From an optimization exercise on the open Yosys and OpenROAD flow, aimed at small area, a short achievable clock period and few clock cycles per item; shortcuts taken in it are not production practice.
Function was checked by simulation only, so behaviour that the tests miss may differ from the original.
Power is estimated from default activity; no workload was simulated.

===== flow/run.sh =====
#!/bin/bash
# synth_recipe.tcl (not shown) runs the flow's synth.tcl, then flattens the netlist and writes it again
# the make line also repeats each setting of config.mk as NAME=value (left out here)
make -C /OpenROAD-flow-scripts/flow DESIGN_CONFIG=/design/flow/config.mk WORK_HOME=/design/flow/orfs CLKGATE_MAP_FILE= SYNTH_SCRIPT=/design/flow/synth_recipe.tcl finish

===== flow/config.mk =====
export PLATFORM = sky130hd
export DESIGN_NAME = frequency_ordered_list_top
export DESIGN_NICKNAME = frequency_ordered_list_top
export VERILOG_FILES = /design/flow/design.v
export SDC_FILE = /design/flow/constraint.sdc
export NUM_CORES = 4
export LEC_CHECK = 0
export ABC_AREA = 1
export CAP_MARGIN = 20
export CORE_MARGIN = 2
export CORE_UTILIZATION = 40
export CTS_BUF_LIST = sky130_fd_sc_hd__clkbuf_4 sky130_fd_sc_hd__clkbuf_8
export CTS_CLUSTER_SIZE = 30
export SETUP_SLACK_MARGIN = 2.0
export SLEW_MARGIN = 20

===== flow/constraint.sdc =====
create_clock -name core_clock -period 5.0 [get_ports {clk_i}]
set_input_delay 1.0000 -clock core_clock [delete_from_list [all_inputs] [get_ports {clk_i}]]
set_output_delay 1.0000 -clock core_clock [all_outputs]
set_load 0.01 [all_outputs]

===== flow/design.v =====
package fol_pkg;
  localparam int unsigned KEY_W       = 8;
  localparam int unsigned POS_W       = 3;
  localparam int unsigned HIT_COUNT_W = 16;
  localparam int unsigned ENTRIES     = 8;
endpackage
module fol_ctrl (
  input  logic clk_i,
  input  logic rst_ni,
  input  logic in_valid_i,
  output logic in_ready_o,
  output logic out_valid_o,
  input  logic out_ready_i,
  output logic k_load_o,    
  output logic l_load_o,    
  output logic fire_o,      
  output logic l_valid_o    
);
  logic kv_q, lv_q, ov_q;
  logic l_free;
  assign fire_o     = lv_q && (!ov_q || out_ready_i);
  assign l_free     = !lv_q || fire_o;
  assign l_load_o   = l_free;
  assign k_load_o   = !kv_q || l_free;
  assign in_ready_o = k_load_o;
  always_ff @(posedge clk_i or negedge rst_ni) begin
    if (!rst_ni) begin
      kv_q <= 1'b0;
      lv_q <= 1'b0;
      ov_q <= 1'b0;
    end else begin
      if (k_load_o) kv_q <= in_valid_i;
      if (l_free) lv_q <= kv_q;
      if (fire_o) ov_q <= 1'b1;
      else if (out_ready_i) ov_q <= 1'b0;
    end
  end
  assign out_valid_o = ov_q;
  assign l_valid_o   = lv_q;
endmodule
module fol_datapath (
  input  logic                              clk_i,
  input  logic                              rst_ni,
  input  logic                              k_load_i,
  input  logic                              l_load_i,
  input  logic                              fire_i,
  input  logic                              l_valid_i,
  input  logic [fol_pkg::KEY_W-1:0]         key_i,
  output logic                              hit_o,
  output logic [fol_pkg::POS_W-1:0]         old_position_o,
  output logic [fol_pkg::POS_W-1:0]         new_position_o,
  output logic [fol_pkg::HIT_COUNT_W-1:0]   hit_count_o
);
  localparam int unsigned N  = fol_pkg::ENTRIES;
  localparam int unsigned PW = fol_pkg::POS_W;
  localparam int unsigned CW = fol_pkg::HIT_COUNT_W;
  function automatic logic gt_f(input logic [CW-1:0] a, input logic [CW-1:0] b);
    logic [CW-1:0] g, l;
    g = a & ~b;
    l = ~a & b;
    for (int s = 1; s < CW; s = s * 2)
      for (int i = 0; i + s < CW; i = i + 2 * s) begin
        g[i] = g[i + s] | (!l[i + s] & g[i]);
        l[i] = l[i + s] | (!g[i + s] & l[i]);
      end
    gt_f = g[0];
  endfunction
  logic [3:0]    k_q;             
  logic [3:0]    l_q;             
  logic [CW:0]   cinc_q;          
  logic [PW-1:0] skey_q [N];      
  logic [CW-1:0] scnt_q [N];      
  logic [N-2:0]  ne_q;            
  logic [3:0]    key_code;
  logic [CW-1:0] c_k, c_new;
  logic [CW:0]   cinc_d;
  logic [N-1:0]  kmatch, match, le_p, t2, rng, run, q1, at_d;
  logic          hit;
  logic [PW-1:0] p, d;
  assign key_code = {(key_i >= fol_pkg::KEY_W'(1)) && (key_i <= fol_pkg::KEY_W'(N)),
                     PW'(key_i - fol_pkg::KEY_W'(1))};
  always_ff @(posedge clk_i) begin
    if (k_load_i) k_q <= key_code;
  end
  always_comb begin
    c_k = '0;
    for (int i = 0; i < N; i++) begin
      kmatch[i] = k_q[3] && (skey_q[i] == k_q[2:0]);
      c_k       = c_k | (scnt_q[i] & {CW{kmatch[i]}});
    end
    cinc_d = (l_valid_i && l_q[3] && k_q[3] && (l_q[2:0] == k_q[2:0]))
             ? {1'b0, c_new} + (CW+1)'(1)
             : {1'b0, c_k} + (CW+1)'(1);
  end
  always_ff @(posedge clk_i) begin
    if (l_load_i) begin
      l_q    <= k_q;
      cinc_q <= cinc_d;
    end
  end
  always_comb begin
    hit   = l_q[3];
    c_new = cinc_q[CW-1:0] | {CW{cinc_q[CW]}};
    for (int i = 0; i < N; i++) begin
      match[i] = hit && (skey_q[i] == l_q[2:0]);
      t2[i]    = (i < N - 1) && hit && !cinc_q[CW] && gt_f(scnt_q[i], cinc_q[CW-1:0]);
    end
    for (int i = 0; i < N; i++) begin
      le_p[i] = 1'b0;
      for (int m = i; m < N; m++) le_p[i] = le_p[i] | match[m];
    end
    for (int i = 0; i < N; i++) begin
      run[i] = 1'b0;
      for (int j = i; j < N; j++) begin
        logic all_eq;
        all_eq = 1'b1;
        for (int m = i; m < j; m++) all_eq = all_eq & !ne_q[m];
        run[i] = run[i] | (match[j] & all_eq);
      end
    end
    for (int i = 0; i < N; i++) begin
      rng[i]  = le_p[i] && !t2[i];
      q1[i]   = run[i] && ((i == 0) || ne_q[(i + N - 2) % (N - 1)]);
      at_d[i] = rng[i] && ((i == 0) || t2[(i + N - 1) % N]);
    end
    p[2] = match[4] | match[5] | match[6] | match[7];
    p[1] = match[2] | match[3] | match[6] | match[7];
    p[0] = match[1] | match[3] | match[5] | match[7];
    d[2] = t2[3];
    d[1] = (t2[1] & !t2[3]) | t2[5];
    d[0] = (t2[0] & !t2[1]) | (t2[2] & !t2[3]) | (t2[4] & !t2[5]) | t2[6];
  end
  always_ff @(posedge clk_i or negedge rst_ni) begin
    if (!rst_ni) begin
      for (int i = 0; i < N; i++) begin
        skey_q[i] <= PW'(i);
        scnt_q[i] <= '0;
      end
      ne_q <= '0;
    end else if (fire_i) begin
      for (int i = 0; i < N - 1; i++) begin
        if (!cinc_q[CW]) begin
          if (q1[i + 1])  ne_q[i] <= t2[i];
          else if (q1[i]) ne_q[i] <= 1'b1;
        end
      end
      for (int i = 0; i < N; i++) begin
        if (q1[i]) scnt_q[i] <= c_new;
        if (at_d[i])      skey_q[i] <= l_q[2:0];
        else if (rng[i])  skey_q[i] <= skey_q[(i + N - 1) % N];
      end
    end
  end
  logic                hit_q;
  logic [PW-1:0]       old_q, new_q;
  logic [CW-1:0]       hc_q;
  always_ff @(posedge clk_i) begin
    if (fire_i) begin
      hit_q <= hit;
      old_q <= p;
      new_q <= d;
      hc_q  <= c_new & {CW{hit}};
    end
  end
  assign hit_o          = hit_q;
  assign old_position_o = old_q;
  assign new_position_o = new_q;
  assign hit_count_o    = hc_q;
endmodule
module frequency_ordered_list_top (
  input  logic                              clk_i,
  input  logic                              rst_ni,
  input  logic                              in_valid_i,
  output logic                              in_ready_o,
  input  logic [fol_pkg::KEY_W-1:0]         in_key_i,
  output logic                              out_valid_o,
  input  logic                              out_ready_i,
  output logic                              out_hit_o,
  output logic [fol_pkg::POS_W-1:0]         out_old_position_o,
  output logic [fol_pkg::POS_W-1:0]         out_new_position_o,
  output logic [fol_pkg::HIT_COUNT_W-1:0]   out_hit_count_o
);
  logic k_load, l_load, fire, l_valid;
  fol_ctrl u_ctrl (
    .clk_i      (clk_i),
    .rst_ni     (rst_ni),
    .in_valid_i (in_valid_i),
    .in_ready_o (in_ready_o),
    .out_valid_o(out_valid_o),
    .out_ready_i(out_ready_i),
    .k_load_o   (k_load),
    .l_load_o   (l_load),
    .fire_o     (fire),
    .l_valid_o  (l_valid)
  );
  fol_datapath u_dp (
    .clk_i         (clk_i),
    .rst_ni        (rst_ni),
    .k_load_i      (k_load),
    .l_load_i      (l_load),
    .fire_i        (fire),
    .l_valid_i     (l_valid),
    .key_i         (in_key_i),
    .hit_o         (out_hit_o),
    .old_position_o(out_old_position_o),
    .new_position_o(out_new_position_o),
    .hit_count_o   (out_hit_count_o)
  );
endmodule

==> impl_metrics.json, run 1 <==
{
  "cp-startpoint": "u_dp.k_q[2]$_DFFE_PP_",
  "vias_per_cell": 5.381,
  "cp-end-kind": "flip-flop",
  "slew_violations": 0,
  "synth_top_family_by_area": "simple AND/OR/NAND/NOR gates",
  "yosys.area.top_type": "dfrtp_1",
  "synth_xor_xnor_area_share_pct": 0.7213,
  "antenna_left": 0,
  "drv_cap": 0,
  "reg2reg_slack_ps": 2080,
  "reg2reg_from": "u_dp.k_q[2]$_DFFE_PP_",
  "gr-total-overflow": 0,
  "finalCritPeriodShare_pct": 58.40,
  "synth_area_mm2": 0.01336,
  "period_needed_ps": 2920,
  "syn_to_final_growth_pct": 14.47,
  "max_freq_mhz": 342.5,
  "synth_area_leaders": "dfrtp_1 (28%), nand2_1 (18%), edfxtp_1 (11%)",
  "dieWidth_um": 186.7,
  "setup_tns_ps": 0,
  "place_area_mm2": 0.01399,
  "rsz0062_at_grt": "true",
  "clk_path_buf_depth": 3,
  "num_rows": 66,
  "ys_seq_elements": 210,
  "synth_top_area_share_pct": 28.10,
  "placed_cells": 2354,
  "grt_antenna_before_repair": 1,
  "io_buffers": 36,
  "synth_flop_cell": "dfrtp_1",
  "worst_pin_slew_ps": 1095,
  "crit_path_start_kind": "flip-flop",
  "fp.coreArea_mm2": 0.03270,
  "path_clk_slew_ps": 50,
  "clkLatencyLatePin_ps": 570,
  "cts-root-buf": "clkbuf_8",
  "htree_levels": 2,
  "synthTopCellsByCount": "nand2_1 (634), nor2_1 (206), nand3_1 (187)",
  "ir_drop_mv": 0.1871,
  "wl_per_cell_um": 18.33,
  "grt_max_degree": 94,
  "arrival_ps": 3230,
  "synth_mux_area_share_pct": 0,
  "finish.utilization_pct": 46.76,
  "grt_pass1_vias": 11980,
  "cellLeakagePower_nw": 7.213,
  "yosysMostFrequentCell": "nand2_1",
  "async_flop_share_pct": 77.14,
  "grt_first_pass_wirelength_um": 68630,
  "dr.first_iter.drc_count": 1390,
  "setup_viol": 0,
  "skew_ps": 25.57,
  "worstSetupEndpoint": "u_dp.cinc_q[12]$_DFFE_PP_",
  "cts_buffers": 40,
  "syn_nets": 1945,
  "ys_seq_area_share_pct": 41.26,
  "yosysWarningCount": 4,
  "grt_usage_pct": 25.39,
  "fin_nets": 2007,
  "die_h_um": 186.7,
  "status": "complete, no violations",
  "drive_above_1_share_pct": 11.57,
  "netlist_instances": 1929,
  "synth-edff-count": 48,
  "crit_fanout": 10,
  "ios": 37,
  "cts_tree": "built",
  "hold_class": "reg2reg",
  "first_pass_iters": 6,
  "finalHoldViolCount": 0,
  "routed_wl_um": 45210,
  "layout.cells.non_filler": 2466,
  "reg2regPathDepth": 16,
  "powerDensity_mw_per_mm2": 494.8,
  "fp.dieArea_mm2": 0.03487,
  "dp.final_hpwl_um": 31260,
  "cts_num_sinks": 210,
  "fill_cells": 3344,
  "start_util_pct": 40.84,
  "path_class": "reg2reg",
  "synthSimpleGateAreaFrac_pct": 36.72,
  "yosys.cell_types.count": 50,
  "drcViolationCount": 0,
  "synthAdderAreaFrac_pct": 0.3747,
  "vias": 13270,
  "slew_headroom_pct": 26.98,
  "gp_congestion": 0.9383,
  "avgSynthCellArea_um2": 6.924,
  "design_area_mm2": 0.01529,
  "synth_compound_area_share_pct": 12.52,
  "worstReg2RegEnd": "u_dp.cinc_q[12]$_DFFE_PP_",
  "cp.required_ps": 5310
}
==> through the flow <==
step | setup slack [ps] | total power (W) | hold slack [ps]
after floorplan | 2412 | 0.004628 | 420.6
after global placement | 1491 | 0.005509 | 449.7
after detailed placement | 1443 | 0.005569 | 452.4
after CTS | 1993 | 0.007434 | 471.0
after global routing | 1982 | 0.008099 | 494.6
final | 2080 | 0.007566 | 465.5
==> critical path, cell delays in order, from the launching register on <==
cell,delay (ps)
edfxtp_1,510
buf_4,220
nand2_1,60
nand2_1,70
nor2_4,340
nand2_2,300
nor2_1,170
nor2_1,70
nand3_2,80
nand2_2,60
inv_1,50
ha_1,220
nand3_4,130
nor2_4,200
nand2_1,70
nand2_1,60
nand2_1,40
==> cell families after synthesis <==
| logic type | after synthesis |
|---|---|
| AND/OR/NAND/NOR | 1132 |
| adder cells (fa/ha/maj) | 4 |
| XOR/XNOR | 11 |
| buffers and inverters | 264 |
| flip-flops | 210 |
| AO/OA/AOI/OAI | 308 |
==> registers in the layout, indices dropped and copies added (netlist names) <==
name         count
u_dp.scnt_q    128
u_ctrl.ov_q      1
u_ctrl.lv_q      1
u_dp.skey_q     24
u_dp.ne_q        7
u_dp.l_q         4
u_ctrl.kv_q      1
u_dp.hit_q       1
u_dp.hc_q       16
u_dp.old_q       3
u_dp.cinc_q     17
u_dp.new_q       3
u_dp.k_q         4
==> layer usage <==
metal  GRT usage (%)  share of wire [%]
met1           34.58                 43
met4           9.890                3.7
met2           38.30                 43
met3           6.996                 10
met5               0               0.10
==> power by group <==
group | switching (W) | internal (W) | total [W]
clock | 0.000789 | 0.000998 | 0.00179
combinational | 0.00195 | 0.000952 | 0.00290
sequential | 0.000565 | 0.00231 | 0.00287
total | 0.00331 | 0.00426 | 0.00757
==> what timing repair did <==
action	4_1_cts	5_1_grt
setup endpoints to repair	58	71
endpoints found under the hold margin	0	0
pin swaps	4	5
cloned	0	1
hold buffers	0	0
setup buffers	17	19
resized for setup	12	14
==> cell type report <==
type | count | area [um2] | area share [%]
diodes | 1 | 2.502 | 0.01637
inverters | 199 | 758.2 | 4.959
clock inverters | 15 | 115.1 | 0.7529
multi-input cells | 1456 | 6812 | 44.55
well taps | 442 | 553.0 | 3.617
flip-flops and latches | 210 | 5510 | 36.04
clock buffers | 59 | 730.7 | 4.779
repair buffers | 84 | 808.3 | 5.286
==> worst min-delay path by stage <==
stage          depth (start not counted)                          start  slack, ps                             to
5_1_grt                                2  u_dp.skey_q[2][1]$_DFFE_PN1P_        490  u_dp.skey_q[2][1]$_DFFE_PN1P_
4_1_cts                                2  u_dp.skey_q[3][0]$_DFFE_PN1P_        470  u_dp.skey_q[3][0]$_DFFE_PN1P_
3_5_place_dp                           1        u_ctrl.kv_q$_DFFE_PN0P_        450        u_ctrl.lv_q$_DFFE_PN0P_
6_report                               2  u_dp.skey_q[3][0]$_DFFE_PN1P_        470  u_dp.skey_q[3][0]$_DFFE_PN1P_
2_1_floorplan                          0          u_dp.k_q[3]$_DFFE_PP_        420          u_dp.l_q[3]$_DFFE_PP_
3_3_place_gp                           1        u_ctrl.kv_q$_DFFE_PN0P_        450        u_ctrl.lv_q$_DFFE_PN0P_
==> cells in the final DEF (no fill, tap or decap), types with 3 or more instances in the layout <==
cell | netlist | routed
edfxtp_1 | 48 | 48
nand3_4 | 1 | 4
clkbuf_8 | 0 | 46
o211ai_1 | 8 | 8
and2_1 | 3 | 3
dfrtp_1 | 150 | 150
inv_2 | 15 | 14
buf_12 | 0 | 7
nand4_1 | 17 | 17
o21ai_1 | 44 | 46
or2_2 | 6 | 6
clkinv_2 | 0 | 6
xnor2_1 | 5 | 5
o22ai_1 | 5 | 5
nand2_2 | 15 | 14
inv_4 | 2 | 3
nand3_2 | 9 | 7
nor2_4 | 18 | 23
buf_4 | 12 | 40
nor3_1 | 8 | 8
nand3_1 | 187 | 187
a31oi_1 | 10 | 10
nand2_4 | 3 | 6
o21ai_0 | 161 | 159
a21oi_1 | 51 | 51
ha_1 | 4 | 4
nor2_2 | 18 | 17
clkdlybuf4s50_1 | 0 | 34
a21boi_1 | 3 | 3
o21a_1 | 8 | 8
nand2_1 | 634 | 632
clkinvlp_4 | 0 | 5
nor2_1 | 206 | 202
xor2_1 | 6 | 6
dfstp_2 | 12 | 12
clkbuf_4 | 0 | 13
clkinv_1 | 3 | 4
inv_1 | 179 | 179
a21boi_0 | 9 | 9
Testbench counts, summed over its fixed seeds: cycles 12,024, items 12,000.
==> inputs of run 2 (changes only) <==
--- a/flow/config.mk
+++ b/flow/config.mk
@@ -9,7 +9,8 @@
 export CAP_MARGIN = 20
 export CORE_MARGIN = 2
 export CORE_UTILIZATION = 40
-export CTS_BUF_LIST = sky130_fd_sc_hd__clkbuf_4 sky130_fd_sc_hd__clkbuf_8
-export CTS_CLUSTER_SIZE = 30
+export CTS_BUF_LIST = sky130_fd_sc_hd__clkbuf_8 sky130_fd_sc_hd__clkbuf_16
+export CTS_CLUSTER_DIAMETER = 80
+export CTS_CLUSTER_SIZE = 25
 export SETUP_SLACK_MARGIN = 2.0
 export SLEW_MARGIN = 20
==> impl_metrics.json, run 2 <==
{
  "status": "complete, no violations",
  "ys_seq_area_share_pct": 41.26,
  "path_common_cell": "nand2_1",
  "final_common_cell": "nand2_1",
  "grt_util_met1_pct": 34.88,
  "cts_buffers": 15,
  "cp.required_ps": 5290,
  "cellLeakagePower_nw": 7.027,
  "reg_top3": "u_dp.scnt_q x128, u_dp.skey_q x24, u_dp.cinc_q x17",
  "antenna_left": 0,
  "clkLatencyLatePin_ps": 530,
  "cts_tree": "built",
  "clk_path_buf_depth": 3,
  "synth-edff-count": 48,
  "cp-end-kind": "flip-flop",
  "avgSynthCellArea_um2": 6.924,
  "netlist_instances": 1929,
  "whs_path_depth": 2,
  "dr.first_iter.drc_count": 1518,
  "die_h_um": 186.7,
  "top_register": "u_dp.scnt_q",
  "met2_usage_pct": 38.10,
  "io_buffers": 36,
  "grt_pass1_vias": 11660,
  "rsz0062_at_grt": "true",
  "synth_area_leaders": "dfrtp_1 (28%), nand2_1 (18%), edfxtp_1 (11%)",
  "synth_area_mm2": 0.01336,
  "cts_hold_buf": 0,
  "layout.cells.non_filler": 2416,
  "htree_levels": 1,
  "path_clk_slew_ps": 90,
  "cts_num_sinks": 210,
  "grt_usage_pct": 24.77,
  "fp.dieArea_mm2": 0.03487,
  "yosys.area.top_type": "dfrtp_1",
  "seqCellArea_mm2": 0.005510,
  "drv_cap": 0,
  "powerDensity_mw_per_mm2": 478.1,
  "grt_antenna_before_repair": 0,
  "worst_pin_slew_ps": 1052,
  "grt_max_degree": 94,
  "arrival_ps": 3180,
  "drive_above_1_share_pct": 9.473,
  "fin_nets": 1981,
  "syn_nets": 1945,
  "reg2regPathDepth": 17,
  "yosysWarningCount": 4,
  "hold_class": "reg2reg",
  "routed_wl_um": 44280,
  "num_rows": 66,
  "first_pass_iters": 9,
  "vias_per_cell": 5.429,
  "vias": 13120,
  "critPathMaxStageDelay_ps": 520,
  "path_cells": "buf_4 -> nand2_1 -> nand2_1 -> nor2_2 -> buf_4 -> nand2_1 -> inv_1 -> nand2_1 -> nand3_1 -> nor2_1 -> a21oi_4 -> ha_1 -> nand3_4 -> nor2_4 -> nand2_1 -> nand2_1 -> nand2_1",
  "cp_slowest_cell": "edfxtp_1",
  "crit_path_start_kind": "flip-flop",
  "final_cell_mix": "nand2_1 (632), nor2_1 (203), nand3_1 (187), inv_1 (179), o21ai_0 (158)",
  "fill_cells": 3347,
  "path_class": "reg2reg",
  "use_met3_pct": 5.605,
  "setup_viol": 0,
  "synth_flop_cell": "dfrtp_1",
  "slew_headroom_pct": 29.60,
  "synth_top_area_share_pct": 28.10,
  "fp.coreArea_mm2": 0.03270,
  "grt_first_pass_wirelength_um": 67390,
  "slew_violations": 0,
  "async_flop_share_pct": 77.14,
  "multiInputGateArea_mm2": 0.006805,
  "setup_ws_ps": 2105,
  "finalHoldViolCount": 0,
  "wl_per_cell_um": 18.33,
  "largest_register_ffs": 128,
  "gr-total-overflow": 0,
  "yosys.cell_types.count": 50,
  "ios": 37,
  "max_freq_mhz": 345.5,
  "synthTopCellsByCount": "nand2_1 (634), nor2_1 (206), nand3_1 (187)",
  "crit_fanout": 14,
  "period_needed_ps": 2895,
  "ir_drop_mv": 0.3172,
  "yosysMostFrequentCell": "nand2_1",
  "start_util_pct": 40.84,
  "finalCritPeriodShare_pct": 57.89,
  "dieWidth_um": 186.7,
  "grt_busiest_layer": "met2",
  "syn_to_final_growth_pct": 11.99,
  "setup_tns_ps": 0,
  "skew_ps": 43.95,
  "dp.final_hpwl_um": 31260,
  "ys_seq_elements": 210,
  "placed_cells": 2354,
  "pre_cts_ws_ps": 1443,
  "cts-root-buf": "clkbuf_16",
  "drcViolationCount": 0,
  "diodes": 0,
  "gp_congestion": 0.9383
}
run 2: what timing repair did:
item | CTS | global route
endpoints found under the hold margin | 0 | 0
cloned | 0 | 0
pin swaps | 3 | 6
setup endpoints to repair | 61 | 59
resized for setup | 13 | 14
setup buffers | 10 | 26
run 2: through the flow:
| stage | instance area [um2] | utilization, % | hold slack, ps | power [W] |
|---|---|---|---|---|
| floorplan | 13360 | - | 420.6 | 0.004628 |
| global placement | 13990 | 42.78 | 449.7 | 0.005509 |
| detailed placement | 13990 | 42.78 | 452.4 | 0.005569 |
| CTS | 14650 | 44.79 | 475.5 | 0.006999 |
| global route | 14960 | 45.74 | 499.7 | 0.007644 |
| finish | 14960 | 45.74 | 470.6 | 0.007151 |
run 2: cell type report:
cell class,count,share of cell area [%]
Inverter,199,5.052
Timing Repair Buffer,84,5.429
Clock inverter,11,0.9787
Clock buffer,15,2.509
Tap cell,442,3.697
Sequential cell,210,36.84
Multi-Input combinational cell,1455,45.50
run 2: worst paths after layout:
kind                                                    start                             end  slack, ps
worst max register to register          u_dp.k_q[2]$_DFFE_PP_       u_dp.cinc_q[12]$_DFFE_PP_       2110
max in group asynchronous                              rst_ni   u_dp.scnt_q[7][1]$_DFFE_PN0P_       3290
worst min register to register  u_dp.skey_q[3][0]$_DFFE_PN1P_   u_dp.skey_q[3][0]$_DFFE_PN1P_        470
min in group asynchronous                              rst_ni  u_dp.scnt_q[3][13]$_DFFE_PN0P_        580
worst min-delay path            u_dp.skey_q[3][0]$_DFFE_PN1P_   u_dp.skey_q[3][0]$_DFFE_PN1P_        470
worst max-delay path                    u_dp.k_q[2]$_DFFE_PP_       u_dp.cinc_q[12]$_DFFE_PP_       2110
run 2: critical path, delay by kind of cell, from the launching register on:
kind,cells,cell delay (ps)
AO/OA/AOI/OAI,1,190
adder cells (fa/ha/maj),1,260
buffers and inverters,3,620
flip-flops,1,520
AND/OR/NAND/NOR,12,1100
run 2: routing by layer:
metal | routed length (um) | vias to the layer above
met3 | 4242 | 71
met1 | 19410 | 6201
met5 | 0 | -
met2 | 19360 | 554
li1 | - | 6290
met4 | 1271 | 0
run 2: kinds of logic (layout without fill, tap and decap cells):
| family | after synthesis | in the layout | synth area share [%] |
|---|---|---|---|
| simple gates | 1132 | 1132 | 36.72 |
| buf+inv | 264 | 309 | 8.403 |
| flops | 210 | 210 | 41.26 |
| xor+xnor | 11 | 11 | 0.7213 |
| compound gates | 308 | 308 | 12.52 |
| fa+ha+maj | 4 | 4 | 0.3747 |
run 2: power by group:
group | internal (W) | total, W | switching [W]
sequential | 0.00230 | 0.00286 | 0.000559
clock | 0.000648 | 0.00139 | 0.000745
combinational | 0.000950 | 0.00290 | 0.00195
==> inputs of run 3 (changes only) <==
--- a/flow/config.mk
+++ b/flow/config.mk
@@ -8,7 +8,7 @@
 export ABC_AREA = 1
 export CAP_MARGIN = 20
 export CORE_MARGIN = 2
-export CORE_UTILIZATION = 40
+export CORE_UTILIZATION = 50
 export CTS_BUF_LIST = sky130_fd_sc_hd__clkbuf_8 sky130_fd_sc_hd__clkbuf_16
 export CTS_CLUSTER_DIAMETER = 80
 export CTS_CLUSTER_SIZE = 25
==> impl_metrics.json, run 3 <==
{
  "clkLatencyLatePin_ps": 520,
  "syn_nets": 1945,
  "yosys.cell_types.count": 50,
  "rsz0062_at_grt": "true",
  "grt_max_degree": 105,
  "powerDensity_mw_per_mm2": 481.9,
  "ios": 37,
  "grt_util_met1_pct": 48.53,
  "crit_path_start_kind": "primary input",
  "slew_headroom_pct": 27.78,
  "skew_ps": 28.88,
  "grt_antenna_before_repair": 1,
  "pre_cts_ws_ps": 1536,
  "cts_tree": "built",
  "num_rows": 59,
  "finalCritPeriodShare_pct": 57.92,
  "htree_levels": 1,
  "worst_pin_slew_ps": 1079,
  "async_flop_share_pct": 77.14,
  "vias_per_cell": 5.664,
  "gr-total-overflow": 0,
  "drcViolationCount": 0,
  "arrival_ps": 1900,
  "yosysWarningCount": 4,
  "fp.coreArea_mm2": 0.02613,
  "diodes": 0,
  "synth_area_leaders": "dfrtp_1 (28%), nand2_1 (18%), edfxtp_1 (11%)",
  "io_buffers": 36,
  "antenna_left": 0,
  "synth-edff-count": 48,
  "grt_busiest_layer": "met1",
  "start_util_pct": 51.11,
  "ir_drop_mv": 0.3675,
  "wl_per_cell_um": 19.73,
  "finalHoldViolCount": 0,
  "first_pass_iters": 17,
  "setup_ws_ps": 2104,
  "routed_wl_um": 45860,
  "hold_class": "reg2reg",
  "drive_above_1_share_pct": 10.36,
  "yosysMostFrequentCell": "nand2_1",
  "ys_seq_elements": 210,
  "status": "complete, no violations",
  "path_class": "in2out",
  "avgSynthCellArea_um2": 6.924,
  "fp.dieArea_mm2": 0.02804,
  "ys_seq_area_share_pct": 41.26,
  "met2_usage_pct": 46.45,
  "dieWidth_um": 167.4,
  "dr.first_iter.drc_count": 1574,
  "top_register": "u_dp.scnt_q",
  "place_area_mm2": 0.01391,
  "dp.final_hpwl_um": 32140,
  "die_h_um": 167.4,
  "cts-root-buf": "clkbuf_16",
  "slew_violations": 0,
  "setup_viol": 0,
  "cts_buffers": 15,
  "grt_usage_pct": 32.66,
  "reg_top3": "u_dp.scnt_q x128, u_dp.skey_q x24, u_dp.cinc_q x17",
  "netlist_instances": 1929,
  "synth_top_area_share_pct": 28.10,
  "grt_first_pass_wirelength_um": 69910,
  "crit_fanout": 3,
  "clk_path_buf_depth": 3,
  "cp-end-kind": "output pin",
  "synth_area_mm2": 0.01336,
  "synthTopCellsByCount": "nand2_1 (634), nor2_1 (206), nand3_1 (187)",
  "syn_to_final_growth_pct": 11.70,
  "gp_congestion": 0.9486,
  "grt_pass1_vias": 11860,
  "use_met3_pct": 8.414,
  "synth_flop_cell": "dfrtp_1",
  "fin_nets": 1996,
  "hold_ws_ps": 474.8,
  "final_cell_mix": "nand2_1 (629), nor2_1 (204), nand3_1 (186), inv_1 (178), o21ai_0 (161)",
  "path_clk_slew_ps": 80,
  "yosys.area.top_type": "dfrtp_1",
  "setup_tns_ps": 0,
  "drv_cap": 0,
  "max_freq_mhz": 345.3,
  "cp.required_ps": 4000,
  "final_common_cell": "nand2_1",
  "cts_num_sinks": 210,
  "cellLeakagePower_nw": 7.080,
  "period_needed_ps": 2896,
  "largest_register_ffs": 128,
  "vias": 13160,
  "cts_hold_buf": 0,
  "design_area_mm2": 0.01492
}
==> run 3: metrics by stage <==
stage                     util (%)  power, W  cells
after floorplan                  -  0.004628   1929
after global placement       53.25  0.005597   2253
after detailed placement     53.25  0.005659   2253
after CTS                    55.81  0.007002   2294
after global routing         57.09  0.007665   2324
final                        57.09  0.007189   2324
==> run 3: worst paths after layout <==
path	start	endpoint	slack, ps	cells past startpoint
max	out_ready_i	in_ready_o	2100	6
min	u_dp.skey_q[3][0]$_DFFE_PN1P_	u_dp.skey_q[3][0]$_DFFE_PN1P_	470	2
max reg2reg	u_dp.k_q[2]$_DFFE_PP_	u_dp.cinc_q[10]$_DFFE_PP_	2130	15
min reg2reg	u_dp.skey_q[3][0]$_DFFE_PN1P_	u_dp.skey_q[3][0]$_DFFE_PN1P_	470	2
max in group asynchronous	rst_ni	u_dp.skey_q[6][1]$_DFFE_PN1P_	3490	2
min in group asynchronous	rst_ni	u_dp.scnt_q[2][15]$_DFFE_PN0P_	630	1
==> run 3: report_power, final <==
group          total, W  switching, W  internal (W)
Clock           0.00130      0.000707      0.000590
Combinational   0.00303       0.00204      0.000989
Sequential      0.00287      0.000565       0.00230
==> run 3: routing by layer <==
| layer | up-vias | part of all wire, % |
|---|---|---|
| met2 | 590 | 41 |
| met5 | - | 0.14 |
| li1 | 6318 | - |
| met4 | 4 | 2.8 |
| met3 | 68 | 11 |
| met1 | 6182 | 46 |
==> run 3: area by class of cell <==
type / count / area [um2]
clock buffers: 15 / 375.4
repair buffers: 99 / 934.6
well taps: 335 / 419.2
inverters: 199 / 765.7
multi-input cells: 1455 / 6807
flip-flops and latches: 210 / 5510
fillers: 2572 / 11210
clock inverters: 11 / 107.6
==> run 3: timing repair <==
item / in CTS / in global routing
pin swaps: 2 / 9
gates resized for setup: 17 / 14
setup buffers: 15 / 30
hold endpoints to repair: 0 / 0
setup endpoints to repair: 93 / 28
gates cloned: 0 / 0
==> run 3: cell families (layout without fill, tap and decap cells) <==
logic type / Yosys count / after routing / share of synthesized area (%)
XOR/XNOR: 11 / 11 / 0.7213
adder cells (fa/ha/maj): 4 / 4 / 0.3747
AO/OA/AOI/OAI: 308 / 308 / 12.52
AND/OR/NAND/NOR: 1132 / 1132 / 36.72
flip-flops: 210 / 210 / 41.26
buffers and inverters: 264 / 324 / 8.403
==> run 3: worst max-delay path, stage by stage <==
cell,delay (ps)
clkdlybuf4s50_1,400
inv_1,50
nand2_1,100
nor2_4,150
nand2_2,60
buf_2,130
==> inputs of run 4 (changes only) <==
--- a/flow/config.mk
+++ b/flow/config.mk
@@ -12,5 +12,5 @@
 export CTS_BUF_LIST = sky130_fd_sc_hd__clkbuf_8 sky130_fd_sc_hd__clkbuf_16
 export CTS_CLUSTER_DIAMETER = 80
 export CTS_CLUSTER_SIZE = 25
-export SETUP_SLACK_MARGIN = 2.0
+export SETUP_SLACK_MARGIN = 2.2
 export SLEW_MARGIN = 20
==> impl_metrics.json, run 4 <==
{
  "yosys.area.top_type": "dfrtp_1",
  "yosysMostFrequentCell": "nand2_1",
  "finalCritPeriodShare_pct": 55.07,
  "gp_congestion": 0.9486,
  "placed_cells": 2253,
  "diodes": 0,
  "grt_first_pass_wirelength_um": 70590,
  "path_class": "reg2reg",
  "synthAdderAreaFrac_pct": 0.3747,
  "routed_wl_um": 48000,
  "synth_area_mm2": 0.01336,
  "dp.final_hpwl_um": 32140,
  "synthTopCellsByCount": "nand2_1 (634), nor2_1 (206), nand3_1 (187)",
  "synth_area_leaders": "dfrtp_1 (28%), nand2_1 (18%), edfxtp_1 (11%)",
  "slew_violations": 0,
  "syn_to_final_growth_pct": 15.29,
  "async_flop_share_pct": 77.14,
  "ys_seq_area_share_pct": 41.26,
  "slew_headroom_pct": 33.47,
  "io_buffers": 36,
  "dieWidth_um": 167.4,
  "largest_register_ffs": 128,
  "synth_flop_cell": "dfrtp_1",
  "drive_above_1_share_pct": 12.68,
  "first_pass_iters": 17,
  "grt_pass1_vias": 11940,
  "synth_xor_xnor_area_share_pct": 0.7213,
  "worst_pin_slew_ps": 994.3,
  "vias_per_cell": 5.709,
  "ir_drop_mv": 0.3616,
  "cp-startpoint": "u_dp.l_q[2]$_DFFE_PP_",
  "fp.dieArea_mm2": 0.02804,
  "ios": 37,
  "start_util_pct": 51.11,
  "max_freq_mhz": 363.2,
  "antenna_left": 0,
  "syn_nets": 1945,
  "fin_nets": 2034,
  "crit_path_start_kind": "flip-flop",
  "hold_class": "reg2reg",
  "finalHoldViolCount": 0,
  "avgSynthCellArea_um2": 6.924,
  "netlist_instances": 1929,
  "powerDensity_mw_per_mm2": 479.8,
  "arrival_ps": 3170,
  "vias": 13490,
  "cp.required_ps": 5410,
  "grt_max_degree": 105,
  "cp-end-kind": "flip-flop",
  "final_common_cell": "nand2_1",
  "status": "complete, no violations",
  "min-delay-start": "u_dp.skey_q[3][0]$_DFFE_PN1P_",
  "path_clk_slew_ps": 90,
  "period_needed_ps": 2754,
  "top_register": "u_dp.scnt_q",
  "reg2reg_slack_ps": 2250,
  "clk_path_buf_depth": 3,
  "yosysWarningCount": 4,
  "rsz0062_at_grt": "true",
  "drv_cap": 0,
  "synth_compound_area_share_pct": 12.52,
  "cts_tree": "built",
  "cts-root-buf": "clkbuf_16",
  "dr.first_iter.drc_count": 1683,
  "setup_viol": 0,
  "drcViolationCount": 0,
  "setup_tns_ps": 0,
  "fp.coreArea_mm2": 0.02613,
  "num_rows": 59,
  "ys_seq_elements": 210,
  "htree_levels": 1,
  "wl_per_cell_um": 20.32,
  "synth-edff-count": 48,
  "cts_buffers": 15,
  "synth_mux_area_share_pct": 0,
  "crit_fanout": 17,
  "die_h_um": 167.4,
  "cts_hold_buf": 0,
  "reg_top3": "u_dp.scnt_q x128, u_dp.skey_q x24, u_dp.cinc_q x17",
  "clkLatencyLatePin_ps": 520,
  "reg2reg_from": "u_dp.l_q[2]$_DFFE_PP_",
  "final_cell_mix": "nand2_1 (626), nor2_1 (201), nand3_1 (185), inv_1 (176), o21ai_0 (159)",
  "synth_top_area_share_pct": 28.10,
  "fill_cells": 2542,
  "synthSimpleGateAreaFrac_pct": 36.72,
  "cellLeakagePower_nw": 7.294,
  "yosys.cell_types.count": 50,
  "grt_antenna_before_repair": 0,
  "layout.cells.non_filler": 2362,
  "grt_usage_pct": 32.96,
  "synth_top_family_by_area": "simple AND/OR/NAND/NOR gates",
  "gr-total-overflow": 0,
  "cts_num_sinks": 210,
  "skew_ps": 29.18
}
[run 4: cell counts after synthesis]
No cell type changed its count.
[run 4: final timing paths]
check	to	depth (start not counted)
max	u_dp.scnt_q[2][0]$_DFFE_PN0P_	9
min	u_dp.skey_q[3][0]$_DFFE_PN1P_	2
max reg2reg	u_dp.scnt_q[2][0]$_DFFE_PN0P_	9
min reg2reg	u_dp.skey_q[3][0]$_DFFE_PN1P_	2
max in group asynchronous	u_dp.skey_q[6][1]$_DFFE_PN1P_	2
min in group asynchronous	u_dp.scnt_q[2][15]$_DFFE_PN0P_	1
[run 4: final cells by class]
class                           count  area [um2]  area share (%)
Clock buffer                       15       375.4           2.438
Multi-Input combinational cell   1459        6949           45.13
Sequential cell                   210        5510           35.78
Inverter                          199       780.7           5.070
Tap cell                          335       419.2           2.722
Timing Repair Buffer              133        1256           8.158
Clock inverter                     11       107.6          0.6988
[run 4: report_power, final]
| part | switching (W) | internal (W) | total (W) |
|---|---|---|---|
| Sequential | 0.000562 | 0.00230 | 0.00286 |
| Clock | 0.000711 | 0.000590 | 0.00130 |
| Combinational | 0.00214 | 0.00108 | 0.00322 |
[run 4: per-layer routing]
layer / track usage, % / up-vias / routed length, um / share of wire, %
met5: 1.391 / - / 51 / 0.11
met4: 9.376 / 2 / 1502 / 3.1
met3: 6.476 / 73 / 6008 / 13
met2: 47.30 / 699 / 19680 / 41
met1: 50.21 / 6294 / 20760 / 43
li1: - / 6417 / - / -
[run 4: cell families (layout without fill, tap and decap cells)]
family,Yosys count,after routing
buffers and inverters,264,358
flip-flops,210,210
AND/OR/NAND/NOR,1132,1136
AO/OA/AOI/OAI,308,308
XOR/XNOR,11,11
adder cells (fa/ha/maj),4,4
[run 4: worst max-delay path, cell delays in order (launching register included)]
cell        delay, ps
edfxtp_1          460
inv_2             270
nand2_1            90
a21oi_1           170
nand2_2           160
clkinvlp_4        200
nand3_1            80
nand4_1           280
nand3_2           560
o21ai_0           350
[run 4: what timing repair did]
| action | CTS | global route |
|---|---|---|
| gates cloned | 0 | 4 |
| pin swaps | 9 | 11 |
| setup buffers | 33 | 46 |
| endpoints found under the setup margin | 115 | 84 |
| resized for setup | 30 | 40 |
[run 4: per-stage QoR]
stage / util, % / setup WS [ps] / instance area (um2) / hold slack, ps / total power [W]
6_report: 58.92 / 2246 / 15400 / 472.9 / 0.007388
4_1_cts: 56.60 / 2232 / 14790 / 473.4 / 0.007088
3_3_place_gp: 53.25 / 1572 / 13910 / 459.6 / 0.005597
2_1_floorplan: - / 2412 / 13360 / 420.6 / 0.004628
5_1_grt: 58.92 / 2086 / 15400 / 493.2 / 0.007841
3_5_place_dp: 53.25 / 1536 / 13910 / 459.4 / 0.005659
==> inputs of run 5 (changes only) <==
--- a/flow/config.mk
+++ b/flow/config.mk
@@ -8,7 +8,7 @@
 export ABC_AREA = 1
 export CAP_MARGIN = 20
 export CORE_MARGIN = 2
-export CORE_UTILIZATION = 50
+export CORE_UTILIZATION = 40
 export CTS_BUF_LIST = sky130_fd_sc_hd__clkbuf_8 sky130_fd_sc_hd__clkbuf_16
 export CTS_CLUSTER_DIAMETER = 80
 export CTS_CLUSTER_SIZE = 25
==> impl_metrics.json, run 5 <==
{
  "status": "complete, no violations",
  "async_flop_share_pct": 77.14,
  "p_total_w": 0.007271,
  "grt_usage_pct": 24.92,
  "syn_nets": 1945,
  "ys_seq_area_share_pct": 41.26,
  "avgSynthCellArea_um2": 6.924,
  "rsz0062_at_grt": "true",
  "htree_levels": 1,
  "first_pass_iters": 6,
  "p_seq_share_pct": 39.1,
  "slew_headroom_pct": 30.81,
  "met2_usage_pct": 38.88,
  "cts_tree": "built",
  "syn_to_final_growth_pct": 14.86,
  "clk_path_buf_depth": 3,
  "cts-root-buf": "clkbuf_16",
  "gp_congestion": 0.9383,
  "grt_first_pass_wirelength_um": 68050,
  "vias_per_cell": 5.411,
  "fin_nets": 2017,
  "combPwrFrac_pct": 41.7,
  "ir_drop_mv": 0.3109,
  "wl_per_cell_um": 18.41,
  "yosys.area.top_type": "dfrtp_1",
  "vias": 13270,
  "clkLatencyLatePin_ps": 540,
  "grt_pass1_vias": 11660,
  "seqCellArea_mm2": 0.005510,
  "antenna_left": 0,
  "cp-end-kind": "output pin",
  "synth_flop_cell": "dfrtp_1",
  "final_common_cell": "nand2_1",
  "fp.coreArea_mm2": 0.03270,
  "setup_tns_ps": 0,
  "top_register": "u_dp.scnt_q",
  "yosys.cell_types.count": 50,
  "drcViolationCount": 0,
  "p_clk_share_pct": 19.2,
  "path_clk_slew_ps": 80,
  "crit_fanout": 2,
  "grt_busiest_layer": "met2",
  "arrival_ps": 1730,
  "period_needed_ps": 2734,
  "cts_num_sinks": 210,
  "grt_antenna_before_repair": 0,
  "net-switching-power_w": 0.003297,
  "crit_path_start_kind": "primary input",
  "routed_wl_um": 45140,
  "ys_seq_elements": 210,
  "cellLeakagePower_nw": 7.220,
  "final_cell_mix": "nand2_1 (630), nor2_1 (201), nand3_1 (186), inv_1 (176), o21ai_0 (158)",
  "num_rows": 66,
  "synthTopCellsByCount": "nand2_1 (634), nor2_1 (206), nand3_1 (187)",
  "yosysMostFrequentCell": "nand2_1",
  "ios": 37,
  "start_util_pct": 40.84,
  "use_met3_pct": 4.025,
  "diodes": 0,
  "dp.final_hpwl_um": 31260,
  "io_buffers": 36,
  "synth_top_area_share_pct": 28.10,
  "netlist_instances": 1929,
  "p_int_w": 0.003975,
  "skew_ps": 48.83,
  "setup_viol": 0,
  "synth_area_mm2": 0.01336,
  "die_h_um": 186.7,
  "gr-total-overflow": 0,
  "cp.required_ps": 4000,
  "whs_path_depth": 2,
  "powerDensity_mw_per_mm2": 474.0,
  "finalCritPeriodShare_pct": 54.68,
  "dieWidth_um": 186.7,
  "fp.dieArea_mm2": 0.03487,
  "slew_violations": 0,
  "cts_buffers": 15,
  "drive_above_1_share_pct": 11.64,
  "yosysWarningCount": 4,
  "fill_cells": 3331,
  "synth-edff-count": 48,
  "finalHoldViolCount": 0,
  "hold_class": "reg2reg",
  "reg2regPathDepth": 17,
  "reg_top3": "u_dp.scnt_q x128, u_dp.skey_q x24, u_dp.cinc_q x17",
  "grt_max_degree": 94,
  "path_class": "in2out",
  "p_sw_share_pct": 45.34,
  "synth_area_leaders": "dfrtp_1 (28%), nand2_1 (18%), edfxtp_1 (11%)",
  "multiInputGateArea_mm2": 0.006895,
  "largest_register_ffs": 128,
  "grt_util_met1_pct": 36.27,
  "drv_cap": 0,
  "worst_pin_slew_ps": 1034,
  "max_freq_mhz": 365.8,
  "cts_hold_buf": 0,
  "dr.first_iter.drc_count": 1565
}
run 5: what timing repair did:
| item | CTS | global route |
|---|---|---|
| gates resized for setup | 26 | 30 |
| endpoints found under the hold margin | 0 | 0 |
| cloned | 0 | 1 |
| pin swaps | 6 | 13 |
| endpoints found under the setup margin | 125 | 80 |
| setup buffers | 23 | 48 |
run 5: layout make-up:
| type | count | area share, % |
|---|---|---|
| Clock buffer | 15 | 2.447 |
| Clock inverter | 11 | 0.9542 |
| Inverter | 199 | 5.016 |
| Multi-Input combinational cell | 1456 | 44.95 |
| Sequential cell | 210 | 35.92 |
| Tap cell | 442 | 3.605 |
| Timing Repair Buffer | 119 | 7.112 |
run 5: worst paths after layout:
kind                                               start                        endpoint  slack [ps]
setup / recovery                             out_ready_i                      in_ready_o        2270
hold / removal             u_dp.skey_q[3][0]$_DFFE_PN1P_   u_dp.skey_q[3][0]$_DFFE_PN1P_         470
setup reg to reg                   u_dp.k_q[2]$_DFFE_PP_       u_dp.cinc_q[12]$_DFFE_PP_        2300
hold reg to reg            u_dp.skey_q[3][0]$_DFFE_PN1P_   u_dp.skey_q[3][0]$_DFFE_PN1P_         470
max in group asynchronous                         rst_ni   u_dp.scnt_q[7][1]$_DFFE_PN0P_        3280
min in group asynchronous                         rst_ni  u_dp.scnt_q[3][13]$_DFFE_PN0P_         570
run 5: metal layers:
layer / share of wire (%) / vias up
met3: 9.9 / 61
met2: 44 / 606
met5: 0 / -
met1: 44 / 6243
met4: 2.6 / 0
li1: - / 6358
run 5: metrics by stage:
stage          utilization, %  instance area (um2)  cells  hold slack, ps  setup WS [ps]
3_3_place_gp            42.78                13990   2354           449.7           1491
2_1_floorplan               -                13360   1929           420.6           2412
4_1_cts                 45.19                14780   2403           475.5           2082
6_report                46.91                15340   2452           470.0           2266
5_1_grt                 46.91                15340   2452           499.7           2159
3_5_place_dp            42.78                13990   2354           452.4           1443
run 5: kinds of logic after synthesis:
group,share of synthesized area [%]
compound gates,12.52
fa+ha+maj,0.3747
xor+xnor,0.7213
buf+inv,8.403
flops,41.26
simple gates,36.72
run 5: power by group through the flow:
stage / clock network (W) / logic (W) / registers, W
2_1_floorplan: 0 / 0.00196 / 0.00267
3_3_place_gp: 0 / 0.00263 / 0.00288
3_5_place_dp: 0 / 0.00269 / 0.00288
4_1_cts: 0.00141 / 0.00278 / 0.00284
5_1_grt: 0.00147 / 0.00337 / 0.00291
6_report: 0.00140 / 0.00303 / 0.00284
run 5: critical path: stages:
cell and delay, ps:
dlygate4sd2_1 230, inv_1 60, nand2_2 60, buf_6 120, nor2_4 80, nand2_2 60, buf_6 120
==> inputs of run 6 (changes only) <==
--- a/flow/config.mk
+++ b/flow/config.mk
@@ -12,5 +12,5 @@
 export CTS_BUF_LIST = sky130_fd_sc_hd__clkbuf_8 sky130_fd_sc_hd__clkbuf_16
 export CTS_CLUSTER_DIAMETER = 80
 export CTS_CLUSTER_SIZE = 25
-export SETUP_SLACK_MARGIN = 2.2
+export SETUP_SLACK_MARGIN = 2.5
 export SLEW_MARGIN = 20
==> impl_metrics.json, run 6 <==
{
  "status": "complete, no violations",
  "grt_pass1_vias": 13000,
  "synthSimpleGateAreaFrac_pct": 36.72,
  "cts-root-buf": "clkbuf_16",
  "setup_tns_ps": 0,
  "cts_hold_buf": 0,
  "diodes": 0,
  "dieWidth_um": 186.7,
  "start_util_pct": 40.84,
  "setup_viol": 0,
  "yosysWarningCount": 4,
  "htree_levels": 1,
  "synth_flop_cell": "dfrtp_1",
  "avgSynthCellArea_um2": 6.924,
  "skew_ps": 40.74,
  "synthAdderAreaFrac_pct": 0.3747,
  "fill_cells": 3149,
  "reg_top3": "u_dp.scnt_q x128, u_dp.skey_q x24, u_dp.cinc_q x17",
  "seqCellArea_mm2": 0.005510,
  "drv_cap": 0,
  "netlist_instances": 1929,
  "finish.utilization_pct": 52.52,
  "yosysMostFrequentCell": "nand2_1",
  "first_pass_iters": 6,
  "grt_usage_pct": 28.69,
  "top_register": "u_dp.scnt_q",
  "cellLeakagePower_nw": 8.067,
  "gp_congestion": 0.9190,
  "cp.required_ps": 5290,
  "synth_compound_area_share_pct": 12.52,
  "yosys.cell_types.count": 50,
  "slew_violations": 0,
  "drive_above_1_share_pct": 21.15,
  "p_total_w": 0.008145,
  "routed_wl_um": 53000,
  "multiInputGateArea_mm2": 0.007508,
  "max_freq_mhz": 374.7,
  "final_common_cell": "nand2_1",
  "antenna_left": 0,
  "hold_ws_ps": 471.0,
  "cts_tree": "built",
  "crit_fanout": 5,
  "cp-end-kind": "flip-flop",
  "finalHoldViolCount": 0,
  "clk_path_buf_depth": 3,
  "vias": 14380,
  "dr.first_iter.drc_count": 1721,
  "grt_max_degree": 101,
  "slew_headroom_pct": 24.91,
  "ys_seq_elements": 210,
  "synth_xor_xnor_area_share_pct": 0.7213,
  "ios": 37,
  "cts_buffers": 17,
  "num_rows": 66,
  "synth_area_leaders": "dfrtp_1 (28%), nand2_1 (18%), edfxtp_1 (11%)",
  "dp.final_hpwl_um": 32120,
  "grt_antenna_before_repair": 0,
  "grt_first_pass_wirelength_um": 77480,
  "arrival_ps": 2960,
  "powerDensity_mw_per_mm2": 474.2,
  "syn_nets": 1945,
  "fin_nets": 2128,
  "synthTopCellsByCount": "nand2_1 (634), nor2_1 (206), nand3_1 (187)",
  "finalCritPeriodShare_pct": 53.38,
  "crit_path_start_kind": "flip-flop",
  "largest_register_ffs": 128,
  "async_flop_share_pct": 77.14,
  "fp.coreArea_mm2": 0.03270,
  "vias_per_cell": 5.605,
  "die_h_um": 186.7,
  "yosys.area.top_type": "dfrtp_1",
  "worst_pin_slew_ps": 1122,
  "period_needed_ps": 2669,
  "ys_seq_area_share_pct": 41.26,
  "final_cell_mix": "nand2_1 (592), nor2_1 (182), inv_1 (170), nand3_1 (166), o21ai_0 (154)",
  "fp.dieArea_mm2": 0.03487,
  "io_buffers": 36,
  "gr-total-overflow": 0,
  "synth_area_mm2": 0.01336,
  "synth_mux_area_share_pct": 0,
  "path_clk_slew_ps": 80,
  "drcViolationCount": 0,
  "synth_top_family_by_area": "simple AND/OR/NAND/NOR gates",
  "synth-edff-count": 48,
  "path_class": "reg2reg",
  "rsz0062_at_grt": "true",
  "syn_to_final_growth_pct": 28.58,
  "ir_drop_mv": 0.3254,
  "cts_num_sinks": 210,
  "wl_per_cell_um": 20.66,
  "synth_top_area_share_pct": 28.10,
  "clkLatencyLatePin_ps": 540,
  "hold_class": "reg2reg"
}
==> run 6: cell types whose count changed in the layout (fill, tap and decap cells not counted), sizes merged <==
cell	change
dlymetal6s2s	+1
nand3	+3
buf	+101
clkdlybuf4s50	-1
inv	+2
clkbuf	+4
bufinv	-1
clkinvlp	+3
dlygate4sd2	-1
nand2	+2
==> run 6: cells by family (layout without fill, tap and decap cells) <==
family          Yosys count  count (layout)
flops                   210             210
xor+xnor                 11              11
fa+ha+maj                 4               4
buf+inv                 264             452
simple gates           1132            1138
compound gates          308             308
==> run 6: worst max-delay path, cell delays in order, from the launching register on <==
cell and delay, ps:
edfxtp_1 550, buf_6 200, nand2_4 70, nand2_4 50
nor2_4 220, buf_12 160, buf_6 100, nand3_2 70
nand2_2 80, nor2_4 50, nand3_2 80, nand2_4 70
inv_4 60, ha_4 140, nand3_4 130, nor2_4 200
nand2_1 70, nand2_1 60, nand2_1 40
==> run 6: worst paths after layout <==
check	cells past startpoint	from	slack, ps	to
min in group asynchronous	1	rst_ni	580	u_dp.scnt_q[2][12]$_DFFE_PN0P_
min	2	u_dp.skey_q[3][0]$_DFFE_PN1P_	470	u_dp.skey_q[3][0]$_DFFE_PN1P_
max reg2reg	18	u_dp.k_q[1]$_DFFE_PP_	2330	u_dp.cinc_q[10]$_DFFE_PP_
min reg2reg	2	u_dp.skey_q[3][0]$_DFFE_PN1P_	470	u_dp.skey_q[3][0]$_DFFE_PN1P_
max in group asynchronous	2	rst_ni	3510	u_dp.skey_q[4][2]$_DFFE_PN1P_
max	18	u_dp.k_q[1]$_DFFE_PP_	2330	u_dp.cinc_q[10]$_DFFE_PP_
==> run 6: per-layer routing <==
layer	track usage, %	routed length (um)	vias to the layer above	part of all wire (%)
met4	12.97	2808	0	5.3
met5	0	0	-	0
met1	38.63	21400	6775	40
met3	6.489	5874	184	11
met2	44.04	22920	810	43
li1	-	-	6609	-
==> run 6: per-stage QoR <==
| step | area, um2 | setup WS (ps) | instances |
|---|---|---|---|
| final | 17170 | 2331 | 2565 |
| after global routing | 17170 | 2279 | 2565 |
| after global placement | 14020 | 1064 | 2356 |
| after floorplan | 13360 | 2593 | 1929 |
| after detailed placement | 14020 | 980.7 | 2356 |
| after CTS | 16140 | 2435 | 2499 |
==> run 6: layout make-up <==
| class | count | area share [%] |
|---|---|---|
| Inverter | 199 | 4.612 |
| Clock buffer | 18 | 2.557 |
| Timing Repair inverter | 3 | 0.1166 |
| Clock inverter | 12 | 0.7504 |
| Timing Repair Buffer | 220 | 12.94 |
| Multi-Input combinational cell | 1461 | 43.72 |
| Tap cell | 442 | 3.220 |
| Sequential cell | 210 | 32.09 |
==> run 6: repair_timing <==
item / 4_1_cts / 5_1_grt
setup endpoints to repair: 149 / 129
gates resized for setup: 129 / 126
pin swaps: 48 / 69
buffers inserted: 108 / 60
cloned: 5 / 5
==> run 6: where the power goes <==
part / internal (W) / switching [W] / total, W
clock: 0.000690 / 0.000779 / 0.00147
sequential: 0.00230 / 0.000570 / 0.00287
combinational: 0.00138 / 0.00243 / 0.00380
==> inputs of run 7 (changes only) <==
--- a/flow/config.mk
+++ b/flow/config.mk
@@ -12,5 +12,5 @@
 export CTS_BUF_LIST = sky130_fd_sc_hd__clkbuf_8 sky130_fd_sc_hd__clkbuf_16
 export CTS_CLUSTER_DIAMETER = 80
 export CTS_CLUSTER_SIZE = 25
-export SETUP_SLACK_MARGIN = 2.5
+export SETUP_SLACK_MARGIN = 2.1
 export SLEW_MARGIN = 20
==> impl_metrics.json, run 7 <==
{
  "syn_nets": 1945,
  "largest_register_ffs": 128,
  "fp.coreArea_mm2": 0.03270,
  "synth_area_mm2": 0.01336,
  "cts_hold_buf": 0,
  "ir_drop_mv": 0.3163,
  "path_clk_slew_ps": 90,
  "grt_antenna_before_repair": 0,
  "vias": 13150,
  "cts_tree": "built",
  "final_common_cell": "nand2_1",
  "yosys.cell_types.count": 50,
  "skew_ps": 40.81,
  "powerDensity_mw_per_mm2": 475.4,
  "netlist_instances": 1929,
  "synth_mux_area_share_pct": 0,
  "synthTopCellsByCount": "nand2_1 (634), nor2_1 (206), nand3_1 (187)",
  "slew_headroom_pct": 31.80,
  "gr-total-overflow": 0,
  "dr_wl_met3_um": 4071,
  "finalCritPeriodShare_pct": 56.64,
  "ys_seq_area_share_pct": 41.26,
  "fill_cells": 3341,
  "synth_compound_area_share_pct": 12.52,
  "wl_met2_um": 19730,
  "top_layer_used": "met4",
  "reg2regPathDepth": 13,
  "grt_usage_pct": 24.92,
  "clk_path_buf_depth": 3,
  "finalHoldViolCount": 0,
  "yosysWarningCount": 4,
  "grt_max_degree": 94,
  "final_cell_mix": "nand2_1 (630), nor2_1 (201), nand3_1 (186), inv_1 (179), o21ai_0 (158)",
  "fin_nets": 1994,
  "clkLatencyLatePin_ps": 530,
  "cellLeakagePower_nw": 7.092,
  "yosys.area.top_type": "dfrtp_1",
  "synth_area_leaders": "dfrtp_1 (28%), nand2_1 (18%), edfxtp_1 (11%)",
  "grt_pass1_vias": 11670,
  "gp_congestion": 0.9383,
  "antenna_left": 0,
  "cts_num_sinks": 210,
  "crit_path_start_kind": "primary input",
  "wl_per_cell_um": 18.45,
  "diodes": 0,
  "synthAdderAreaFrac_pct": 0.3747,
  "dr.first_iter.drc_count": 1629,
  "drv_cap": 0,
  "yosysMostFrequentCell": "nand2_1",
  "synth_flop_cell": "dfrtp_1",
  "crit_fanout": 2,
  "cp.required_ps": 4000,
  "synth_xor_xnor_area_share_pct": 0.7213,
  "setup_viol": 0,
  "async_flop_share_pct": 77.14,
  "fp.dieArea_mm2": 0.03487,
  "place_area_mm2": 0.01399,
  "syn_to_final_growth_pct": 12.83,
  "dieWidth_um": 186.7,
  "max_freq_mhz": 353.1,
  "top_register": "u_dp.scnt_q",
  "design_area_mm2": 0.01507,
  "slew_violations": 0,
  "first_pass_iters": 6,
  "status": "complete, no violations",
  "avgSynthCellArea_um2": 6.924,
  "htree_levels": 1,
  "io_buffers": 36,
  "start_util_pct": 40.84,
  "synth_top_area_share_pct": 28.10,
  "worst_pin_slew_ps": 1019,
  "hold_class": "reg2reg",
  "met1_length_um": 20020,
  "cp-end-kind": "output pin",
  "rsz0062_at_grt": "true",
  "whs_path_depth": 2,
  "drive_above_1_share_pct": 10.42,
  "path_class": "in2out",
  "dp.final_hpwl_um": 31260,
  "ys_seq_elements": 210,
  "cts-root-buf": "clkbuf_16",
  "vias_per_cell": 5.415,
  "period_needed_ps": 2832,
  "grt_first_pass_wirelength_um": 68050,
  "routed_wl_um": 44820,
  "setup_tns_ps": 0,
  "drcViolationCount": 0,
  "die_h_um": 186.7,
  "arrival_ps": 1830,
  "cts_buffers": 15,
  "synthSimpleGateAreaFrac_pct": 36.72,
  "ios": 37,
  "synth_top_family_by_area": "simple AND/OR/NAND/NOR gates",
  "reg_top3": "u_dp.scnt_q x128, u_dp.skey_q x24, u_dp.cinc_q x17",
  "num_rows": 66,
  "synth-edff-count": 48
}
[run 7: report_power, final]
| part | total [W] | internal (W) | switching (W) |
|---|---|---|---|
| Combinational | 0.00292 | 0.000960 | 0.00196 |
| Sequential | 0.00285 | 0.00230 | 0.000551 |
| Clock | 0.00139 | 0.000648 | 0.000745 |
| Total | 0.00717 | 0.00391 | 0.00326 |
[run 7: critical path: stages]
cell and delay, ps:
clkdlybuf4s50_1 410, inv_1 70, nand2_2 70, nor2_4 100, nand2_2 70, buf_6 120
[run 7: what timing repair did]
action                                  CTS  global route
gates resized for setup                  22            20
buffers inserted                         22            26
gates cloned                              0             1
hold endpoints to repair                  0             0
pin swaps                                 6             9
endpoints found under the setup margin   94            37
[run 7: path summary, 6_finish.rpt]
kind	start	endpoint	slack, ps
min reg2reg	u_dp.skey_q[3][0]$_DFFE_PN1P_	u_dp.skey_q[3][0]$_DFFE_PN1P_	470
max	out_ready_i	in_ready_o	2170
max reg2reg	u_dp.l_q[1]$_DFFE_PP_	u_dp.cinc_q[12]$_DFFE_PP_	2200
min	u_dp.skey_q[3][0]$_DFFE_PN1P_	u_dp.skey_q[3][0]$_DFFE_PN1P_	470
min in group asynchronous	rst_ni	u_dp.scnt_q[3][13]$_DFFE_PN0P_	560
max in group asynchronous	rst_ni	u_dp.scnt_q[7][1]$_DFFE_PN0P_	3290
[run 7: metal layers]
metal | track usage, % | up-vias
met5 | 0 | -
met4 | 5.678 | 0
met3 | 4.025 | 57
met2 | 38.92 | 517
met1 | 36.25 | 6265
li1 | - | 6314
[run 7: area by class of cell]
class | count | area [um2] | area share, %
multi-input cells | 1456 | 6845 | 45.42
clock buffers | 15 | 375.4 | 2.491
clock inverters | 11 | 146.4 | 0.9714
repair buffers | 96 | 878.3 | 5.828
inverters | 199 | 762.0 | 5.056
well taps | 442 | 553.0 | 3.670
flip-flops and latches | 210 | 5510 | 36.56
[run 7: cell families (layout without fill, tap and decap cells)]
logic type	after synthesis	after routing
compound gates	308	308
xor+xnor	11	11
fa+ha+maj	4	4
buf+inv	264	321
flops	210	210
simple gates	1132	1133
[run 7: metrics by stage]
| step | hold slack (ps) | cells | power (W) | setup WS (ps) | utilization [%] |
|---|---|---|---|---|---|
| 6_report | 470.4 | 2429 | 0.007165 | 2168 | 46.09 |
| 5_1_grt | 499.7 | 2429 | 0.007659 | 2059 | 46.09 |
| 4_1_cts | 475.5 | 2402 | 0.007036 | 2029 | 45.17 |
| 3_5_place_dp | 452.4 | 2354 | 0.005569 | 1443 | 42.78 |
| 3_3_place_gp | 449.7 | 2354 | 0.005509 | 1491 | 42.78 |
| 2_1_floorplan | 420.6 | 1929 | 0.004628 | 2412 | - |
==> inputs of run 8 (changes only) <==
--- a/flow/config.mk
+++ b/flow/config.mk
@@ -12,5 +12,5 @@
 export CTS_BUF_LIST = sky130_fd_sc_hd__clkbuf_8 sky130_fd_sc_hd__clkbuf_16
 export CTS_CLUSTER_DIAMETER = 80
 export CTS_CLUSTER_SIZE = 25
-export SETUP_SLACK_MARGIN = 2.1
+export SETUP_SLACK_MARGIN = 2.4
 export SLEW_MARGIN = 20
==> impl_metrics.json, run 8 <==
{
  "status": "complete, no violations",
  "final_common_cell": "nand2_1",
  "clk_path_buf_depth": 3,
  "finalCritPeriodShare_pct": 51.08,
  "setup_viol": 0,
  "cts_buffers": 15,
  "yosysWarningCount": 4,
  "cp.required_ps": 5280,
  "p_sw_share_pct": 45.91,
  "fin_nets": 2066,
  "async_flop_share_pct": 77.14,
  "p_seq_share_pct": 38.0,
  "vias": 13800,
  "synth_top_family_by_area": "simple AND/OR/NAND/NOR gates",
  "p_int_w": 0.004079,
  "drive_above_1_share_pct": 16.03,
  "cts_hold_buf": 0,
  "hold_class": "reg2reg",
  "cts_num_sinks": 210,
  "largest_register_ffs": 128,
  "reg_top3": "u_dp.scnt_q x128, u_dp.skey_q x24, u_dp.cinc_q x17",
  "period_needed_ps": 2554,
  "seqCellArea_mm2": 0.005510,
  "slew_violations": 0,
  "avgSynthCellArea_um2": 6.924,
  "rsz0062_at_grt": "true",
  "max_freq_mhz": 391.5,
  "fill_cells": 3245,
  "drcViolationCount": 0,
  "reg2reg_slack_ps": 2450,
  "io_buffers": 36,
  "hold_ws_ps": 469.4,
  "top_register": "u_dp.scnt_q",
  "final_cell_mix": "nand2_1 (613), nor2_1 (185), nand3_1 (183), inv_1 (173), o21ai_0 (156)",
  "gr-total-overflow": 0,
  "path_clk_slew_ps": 90,
  "synth_compound_area_share_pct": 12.52,
  "combPwrFrac_pct": 43.6,
  "skew_ps": 43.78,
  "synthAdderAreaFrac_pct": 0.3747,
  "pre_cts_ws_ps": 1443,
  "synthSimpleGateAreaFrac_pct": 36.72,
  "cellLeakagePower_nw": 7.558,
  "synthTopCellsByCount": "nand2_1 (634), nor2_1 (206), nand3_1 (187)",
  "setup_tns_ps": 0,
  "cp-end-kind": "flip-flop",
  "syn_nets": 1945,
  "path_cells": "buf_6 -> inv_4 -> nand2_1 -> nand2_2 -> nor2_4 -> nand2_4 -> buf_12 -> nor2_1 -> nor2_1 -> nand3_1 -> nand2_1 -> nor2_1 -> nand2_1 -> nor2_2 -> nand2_1 -> nand2_1 -> nand2_1",
  "synth-edff-count": 48,
  "start_util_pct": 40.84,
  "synth_area_leaders": "dfrtp_1 (28%), nand2_1 (18%), edfxtp_1 (11%)",
  "wl_per_cell_um": 19.40,
  "place_area_mm2": 0.01399,
  "synth_area_mm2": 0.01336,
  "ys_seq_area_share_pct": 41.26,
  "routed_wl_um": 48510,
  "cts-root-buf": "clkbuf_16",
  "cp_slowest_cell": "edfxtp_1",
  "powerDensity_mw_per_mm2": 467.9,
  "crit_fanout": 8,
  "cpLargestDelayFamily": "simple AND/OR/NAND/NOR gates",
  "crit_path_start_kind": "flip-flop",
  "yosysMostFrequentCell": "nand2_1",
  "design_area_mm2": 0.01612,
  "net-switching-power_w": 0.003462,
  "finalHoldViolCount": 0,
  "yosys.cell_types.count": 50,
  "multiInputGateArea_mm2": 0.007193,
  "num_rows": 66,
  "antenna_left": 0,
  "layout.cells.non_filler": 2501,
  "dieWidth_um": 186.7,
  "synth_xor_xnor_area_share_pct": 0.7213,
  "die_h_um": 186.7,
  "worst_pin_slew_ps": 959.4,
  "grt_first_pass_wirelength_um": 70210,
  "netlist_instances": 1929,
  "grt_usage_pct": 25.82,
  "gp_congestion": 0.9383,
  "fp.dieArea_mm2": 0.03487,
  "drv_cap": 0,
  "vias_per_cell": 5.518,
  "synth_flop_cell": "dfrtp_1",
  "p_clk_share_pct": 18.4,
  "slew_headroom_pct": 35.97,
  "dr.first_iter.drc_count": 1682,
  "cp_num_buf_inv": 3,
  "path_common_cell": "nand2_1",
  "grt_antenna_before_repair": 0,
  "cts_tree": "built",
  "ir_drop_mv": 0.3148,
  "critPathMaxStageDelay_ps": 480,
  "placed_cells": 2354,
  "syn_to_final_growth_pct": 20.67,
  "fp.coreArea_mm2": 0.03270,
  "grt_max_degree": 94,
  "first_pass_iters": 7,
  "ios": 37,
  "setup_ws_ps": 2446,
  "path_class": "reg2reg",
  "synth_top_area_share_pct": 28.10,
  "clkLatencyLatePin_ps": 530,
  "synth_mux_area_share_pct": 0,
  "ys_seq_elements": 210,
  "htree_levels": 1,
  "grt_pass1_vias": 11880,
  "yosys.area.top_type": "dfrtp_1",
  "arrival_ps": 2840,
  "diodes": 0,
  "dp.final_hpwl_um": 31260
}
run 8: area by class of cell:
class	count	share of cell area [%]
Tap cell	442	3.431
Timing Repair Buffer	163	9.673
Sequential cell	210	34.19
Multi-Input combinational cell	1461	44.63
Inverter	199	4.837
Clock inverter	11	0.9083
Clock buffer	15	2.329
run 8: power groups by stage:
stage | sequential [W] | clock, W | combinational, W
finish | 0.00287 | 0.00139 | 0.00328
global route | 0.00293 | 0.00147 | 0.00362
CTS | 0.00283 | 0.00141 | 0.00295
detailed placement | 0.00288 | 0 | 0.00269
global placement | 0.00288 | 0 | 0.00263
floorplan | 0.00267 | 0 | 0.00196
run 8: per-layer routing:
metal	vias to the layer above	wire [um]	global-route usage, %	share of wire [%]
met4	0	1730	6.716	3.6
met1	6557	20400	37.58	42
li1	6485	-	-	-
met2	653	21180	40.08	44
met3	106	5201	3.931	11
met5	-	0	0	0
run 8: cell families after synthesis:
| logic type | Yosys count |
|---|---|
| and+or+nand+nor | 1132 |
| AOI/OAI and AO/OA | 308 |
| buffers and inverters | 264 |
| DFF | 210 |
| xor gates and xnor gates | 11 |
| adders and majority gates | 4 |
run 8: worst paths after layout:
check,from,end,cells after the start
setup / recovery,u_dp.k_q[2]$_DFFE_PP_,u_dp.cinc_q[15]$_DFFE_PP_,17
hold / removal,u_dp.skey_q[3][0]$_DFFE_PN1P_,u_dp.skey_q[3][0]$_DFFE_PN1P_,2
setup reg to reg,u_dp.k_q[2]$_DFFE_PP_,u_dp.cinc_q[15]$_DFFE_PP_,17
hold reg to reg,u_dp.skey_q[3][0]$_DFFE_PN1P_,u_dp.skey_q[3][0]$_DFFE_PN1P_,2
max in group asynchronous,rst_ni,u_dp.skey_q[7][1]$_DFFE_PN1P_,2
min in group asynchronous,rst_ni,u_dp.scnt_q[3][13]$_DFFE_PN0P_,1
run 8: stage by stage:
stage,power (W),util [%]
after floorplan,0.004628,-
after global placement,0.005509,42.78
after detailed placement,0.005569,42.78
after CTS,0.007193,46.58
after global routing,0.008011,49.28
final,0.007541,49.28
run 8: worst reg2reg max path, delay by kind of cell (launching register included):
kind | cells | cell delay, ps
flip-flops | 1 | 480
buffers and inverters | 3 | 360
AND/OR/NAND/NOR | 14 | 1500
run 8: timing repair:
item,in CTS,in global routing
setup buffers,63,50
setup endpoints to repair,129,101
gates resized for setup,54,107
gates cloned,1,7
pin swaps,19,26

Setup slack of run 8, layout unchanged: 2.446 ns with ideal ports, 2.432 ns with driving cells assumed (clock clkbuf_16, inputs buf_2), 1.974 ns with port delays also shifted by the 0.561 ns mid clock arrival.
